What follows belongs to an exercise in optimizing a design on an open flow for small area and a short achievable clock period; a production flow would make more cautious choices. RTL that was checked went through simulation tests only; none was proved equivalent to the original. Power and IR drop assume default switching activity.

==> flow/design.v <==
package nmr_acq_pkg;
  localparam int SAMPLE_SLOT_W = 16;
endpackage
module nmr_sync_fifo (
  input  logic        CLK,
  input  logic [63:0] lo_we,
  input  logic [63:0] hi_we,
  input  logic [15:0] lo_data,
  input  logic [15:0] hi_data,
  input  logic [63:0] rd_sel,
  output logic [31:0] rd_data_a,
  output logic [31:0] rd_data_b
);
  logic [15:0] mem_lo [64];
  logic [15:0] mem_hi [64];
  always_ff @(posedge CLK) begin
    for (int i = 0; i < 64; i++) begin
      if (lo_we[i]) mem_lo[i] <= lo_data;
      if (hi_we[i]) mem_hi[i] <= hi_data;
    end
  end
  always_comb begin
    rd_data_a = '0;
    rd_data_b = '0;
    for (int i = 0; i < 32; i++) begin
      rd_data_a = rd_data_a | ({mem_hi[i],    mem_lo[i]}    & {32{rd_sel[i]}});
      rd_data_b = rd_data_b | ({mem_hi[i+32], mem_lo[i+32]} & {32{rd_sel[i+32]}});
    end
  end
endmodule
module nmr_acq_capture (
  input  logic        CLK,
  input  logic        RESET,
  input  logic        ADC_CLK,
  input  logic [15:0] ADC_DATA,
  input  logic        FSMSTAT,
  input  logic        ACQ_WND,
  input  logic [31:0] SAMPLES_PER_ECHO,
  output logic [31:0] M_DATA,
  output logic        M_VALID,
  input  logic        M_READY,
  output logic [31:0] ECHO_CNT,
  output logic [31:0] WORD_CNT,
  output logic        OVERFLOW,
  output logic        BUSY
);
  logic        busy_q, armed_q, capt_q, flush_q, waitlo_q;
  logic        adc_d;
  logic        pending_q;
  logic [31:0] rem_q;
  logic        unlim_q;
  logic        push_vld_q;
  logic [31:0] echo_q;
  logic [31:0] word_q;
  logic        ovf_q;
  logic [6:0]  cnt_q;
  logic        valid_q;    
  logic        ge2_q;      
  logic        full_q;     
  logic [5:0]  wr_q;
  logic [63:0] rd_oh;      
  logic [31:0] head_a_q, head_b_q;
  logic        idle, start_scan, arm_capt, capt_go, stb, take, last, flush_push;
  logic        pop, push_acc, head_ld, rd_adv;
  logic [63:0] wr_oh, lo_we, hi_we;
  logic [15:0] hi_data;
  logic [31:0] rd_data_a, rd_data_b;
  assign idle       = ~busy_q;
  assign stb        = ADC_CLK & ~adc_d;
  assign start_scan = idle & FSMSTAT;
  assign arm_capt   = armed_q & ACQ_WND;
  assign capt_go    = capt_q & ACQ_WND & FSMSTAT;
  assign take       = capt_go & stb;
  assign last       = take & ~unlim_q & (rem_q == 32'd1);
  assign flush_push = flush_q & pending_q;
  always_ff @(posedge CLK or posedge RESET) begin
    if (RESET) begin
      busy_q   <= 1'b0;
      armed_q  <= 1'b0;
      capt_q   <= 1'b0;
      flush_q  <= 1'b0;
      waitlo_q <= 1'b0;
    end else begin
      busy_q   <= ~((idle & ~FSMSTAT) |
                    (armed_q & ~ACQ_WND & ~FSMSTAT) |
                    (waitlo_q & ACQ_WND & ~FSMSTAT));
      armed_q  <= start_scan |
                  (armed_q & ~ACQ_WND & FSMSTAT) |
                  (flush_q & ~ACQ_WND) |
                  (waitlo_q & ~ACQ_WND);
      capt_q   <= arm_capt | (capt_go & ~last);
      flush_q  <= (capt_q & ~capt_go) | last;
      waitlo_q <= (flush_q & ACQ_WND) | (waitlo_q & ACQ_WND & FSMSTAT);
    end
  end
  always_ff @(posedge CLK) begin
    adc_d <= ADC_CLK;
    if (arm_capt) begin
      rem_q   <= SAMPLES_PER_ECHO;
      unlim_q <= (SAMPLES_PER_ECHO == 32'd0);
    end else if (take) begin
      rem_q   <= rem_q - 32'd1;
    end
  end
  always_ff @(posedge CLK or posedge RESET) begin
    if (RESET) begin
      pending_q  <= 1'b0;
      push_vld_q <= 1'b0;
      echo_q     <= '0;
      word_q     <= '0;
      ovf_q      <= 1'b0;
    end else begin
      push_vld_q <= (take & pending_q) | flush_push;
      if (take)            pending_q <= ~pending_q;
      else if (flush_push) pending_q <= 1'b0;
      if (start_scan) begin
        echo_q <= '0;
        word_q <= '0;
        ovf_q  <= 1'b0;
      end else begin
        if (push_acc)               word_q <= word_q + 32'd1;
        if (push_vld_q & ~push_acc) ovf_q  <= 1'b1;
        if (flush_q)                echo_q <= echo_q + 32'd1;
      end
    end
  end
  assign pop      = valid_q & M_READY;
  assign push_acc = push_vld_q & (~full_q | pop);
  assign head_ld  = ~valid_q | pop;
  assign rd_adv   = head_ld & (ge2_q | push_acc);
  always_comb begin
    for (int i = 0; i < 64; i++) wr_oh[i] = (wr_q == 6'(i));
  end
  assign lo_we   = wr_oh & {64{~pending_q & ~push_vld_q}};
  assign hi_we   = wr_oh & {64{pending_q}};
  assign hi_data = ADC_DATA & {16{~flush_q}};
  nmr_sync_fifo u_fifo (
    .CLK     (CLK),
    .lo_we   (lo_we),
    .hi_we   (hi_we),
    .lo_data (ADC_DATA),
    .hi_data (hi_data),
    .rd_sel  (rd_oh),
    .rd_data_a (rd_data_a),
    .rd_data_b (rd_data_b)
  );
  always_ff @(posedge CLK) begin
    if (head_ld) begin
      head_a_q <= rd_data_a;
      head_b_q <= rd_data_b;
    end
  end
  logic [6:0] cnt_d;
  always_comb begin
    cnt_d = cnt_q;
    case ({push_acc, pop})
      2'b10:   cnt_d = cnt_q + 7'd1;
      2'b01:   cnt_d = cnt_q - 7'd1;
      default: cnt_d = cnt_q;
    endcase
  end
  always_ff @(posedge CLK or posedge RESET) begin
    if (RESET) begin
      wr_q    <= '0;
      rd_oh   <= 64'd1;
      cnt_q   <= '0;
      valid_q <= 1'b0;
      ge2_q   <= 1'b0;
      full_q  <= 1'b0;
    end else begin
      if (push_acc) wr_q <= wr_q + 6'd1;
      if (rd_adv)   rd_oh <= {rd_oh[62:0], rd_oh[63]};
      cnt_q   <= cnt_d;
      valid_q <= (cnt_d != 7'd0);
      ge2_q   <= (cnt_d >= 7'd2);
      full_q  <= (cnt_d == 7'd64);
    end
  end
  assign M_DATA   = head_a_q | head_b_q;
  assign M_VALID  = valid_q;
  assign ECHO_CNT = echo_q;
  assign WORD_CNT = word_q;
  assign OVERFLOW = ovf_q;
  assign BUSY     = busy_q;
endmodule
==> flow/config.mk <==
export PLATFORM = sky130hd
export DESIGN_NAME = nmr_acq_capture
export DESIGN_NICKNAME = nmr_acq_capture
export VERILOG_FILES = /design/flow/design.v
export SDC_FILE = /design/flow/constraint.sdc
export NUM_CORES = 4
export LEC_CHECK = 0
export CAP_MARGIN = 20
export CORE_MARGIN = 2
export CORE_UTILIZATION = 40
export CTS_CLUSTER_DIAMETER = 80
export CTS_CLUSTER_SIZE = 24
export SETUP_SLACK_MARGIN = 4.0
export SLEW_MARGIN = 20
==> flow/constraint.sdc <==
create_clock -name core_clock -period 7.0 [get_ports {CLK}]
set_input_delay 1.4000 -clock core_clock [delete_from_list [all_inputs] [get_ports {CLK}]]
set_output_delay 1.4000 -clock core_clock [all_outputs]
set_load 0.01 [all_outputs]
standard.sh (not shown) runs the stock make flow with config.mk's settings and CLKGATE_MAP_FILE= SYNTH_SCRIPT=/design/flow/synth_recipe.tcl, a recipe that flattens the netlist after the stock synthesis.
==> flow/flow/run.sh <==
#!/bin/bash
# Own flow: the standard layout (standard.sh, unchanged synthesis), with
# the port buffers made of buf_4 cells instead of the library's default pick,
# and the resizer free to change a cell's footprint when it sizes it.
set -euo pipefail
bash standard.sh \
  BUFFER_PORTS_ARGS="-buffer_cell sky130_fd_sc_hd__buf_4" \
  MATCH_CELL_FOOTPRINT=0 \
  finish > standard.log 2>&1
Rerun with:
--- a/flow/design.v
+++ b/flow/design.v
@@ -59,7 +59,7 @@
   logic        full_q;     
   logic [5:0]  wr_q;
   logic [63:0] rd_oh;      
-  logic [31:0] head_a_q, head_b_q;
+  logic [31:0] head_an_q, head_bn_q;
   logic        idle, start_scan, arm_capt, capt_go, stb, take, last, flush_push;
   logic        pop, push_acc, head_ld, rd_adv;
   logic [63:0] wr_oh, lo_we, hi_we;
@@ -95,12 +95,8 @@
   end
   always_ff @(posedge CLK) begin
     adc_d <= ADC_CLK;
-    if (arm_capt) begin
-      rem_q   <= SAMPLES_PER_ECHO;
-      unlim_q <= (SAMPLES_PER_ECHO == 32'd0);
-    end else if (take) begin
-      rem_q   <= rem_q - 32'd1;
-    end
+    rem_q <= arm_capt ? SAMPLES_PER_ECHO : rem_q - {31'd0, take};
+    if (arm_capt) unlim_q <= (SAMPLES_PER_ECHO == 32'd0);
   end
   always_ff @(posedge CLK or posedge RESET) begin
     if (RESET) begin
@@ -113,15 +109,10 @@
       push_vld_q <= (take & pending_q) | flush_push;
       if (take)            pending_q <= ~pending_q;
       else if (flush_push) pending_q <= 1'b0;
-      if (start_scan) begin
-        echo_q <= '0;
-        word_q <= '0;
-        ovf_q  <= 1'b0;
-      end else begin
-        if (push_acc)               word_q <= word_q + 32'd1;
-        if (push_vld_q & ~push_acc) ovf_q  <= 1'b1;
-        if (flush_q)                echo_q <= echo_q + 32'd1;
-      end
+      echo_q <= start_scan ? '0 : echo_q + {31'd0, flush_q};
+      word_q <= start_scan ? '0 : word_q + {31'd0, push_acc};
+      if (start_scan)                  ovf_q <= 1'b0;
+      else if (push_vld_q & ~push_acc) ovf_q <= 1'b1;
     end
   end
   assign pop      = valid_q & M_READY;
@@ -144,10 +135,13 @@
     .rd_data_a (rd_data_a),
     .rd_data_b (rd_data_b)
   );
-  always_ff @(posedge CLK) begin
-    if (head_ld) begin
-      head_a_q <= rd_data_a;
-      head_b_q <= rd_data_b;
+  always_ff @(posedge CLK or posedge RESET) begin
+    if (RESET) begin
+      head_an_q <= '0;
+      head_bn_q <= '0;
+    end else if (head_ld) begin
+      head_an_q <= ~rd_data_a;
+      head_bn_q <= ~rd_data_b;
     end
   end
   logic [6:0] cnt_d;
@@ -176,7 +170,7 @@
       full_q  <= (cnt_d == 7'd64);
     end
   end
-  assign M_DATA   = head_a_q | head_b_q;
+  assign M_DATA   = ~(head_an_q & head_bn_q);
   assign M_VALID  = valid_q;
   assign ECHO_CNT = echo_q;
   assign WORD_CNT = word_q;
Outcome:
- The new run produced a clean layout
- setup slack improves by 0.16 ns
- wire length goes up by 2.5%
- die area hardly moves
- sequential power hardly moves
- final area hardly moves
- via count goes up by 2.0%
- count of clock-buffer cells in the layout goes up by 31
- total power goes up by 3.0%
- fmax goes up by 5.2%
- clock power goes up by about 0.7%
- area after synthesis barely changes
For the first run of this note, only the layout was checked, not whether the RTL still works.

-- port drivers added, routing unchanged --
In the flow no input, the clock included, has a driving cell. The finished layouts below were timed again as built, in two steps. Step 1 (the two cells are an assumption about what drives the block):
set clk [get_ports {CLK}]
set_driving_cell -lib_cell sky130_fd_sc_hd__clkbuf_16 $clk
set_driving_cell -lib_cell sky130_fd_sc_hd__buf_2 [delete_from_list [all_inputs] $clk]
Step 2, shift: input delay + t, output delay - t, t = (earliest + latest rising clock arrival at the registers) / 2. This alone moves slack from input paths to output paths. Three values: ideal, step 1, step 2; two values: the first two.
| run | shift t [ns] | slack for setup (ns) | worst hold slack (ns) | slew at the worst register clock pin (ns) | worst data-port slew with drivers (ns) |
|---|---|---|---|---|---|
| the first run | 0.861 | 3.838 / 3.748 / 3.197 | 0.505 / 0.505 / 0.505 | 0.10 / 0.10 | 0.13 |
| the second run | 0.857 | 3.993 / 3.919 / 3.153 | 0.516 / 0.516 / 0.516 | 0.10 / 0.10 | 0.10 |
After both steps setup and hold are still met in every run listed. The setup slack of the second run, which loses most, moves by -0.074 ns with the drivers and by -0.840 ns with both steps.
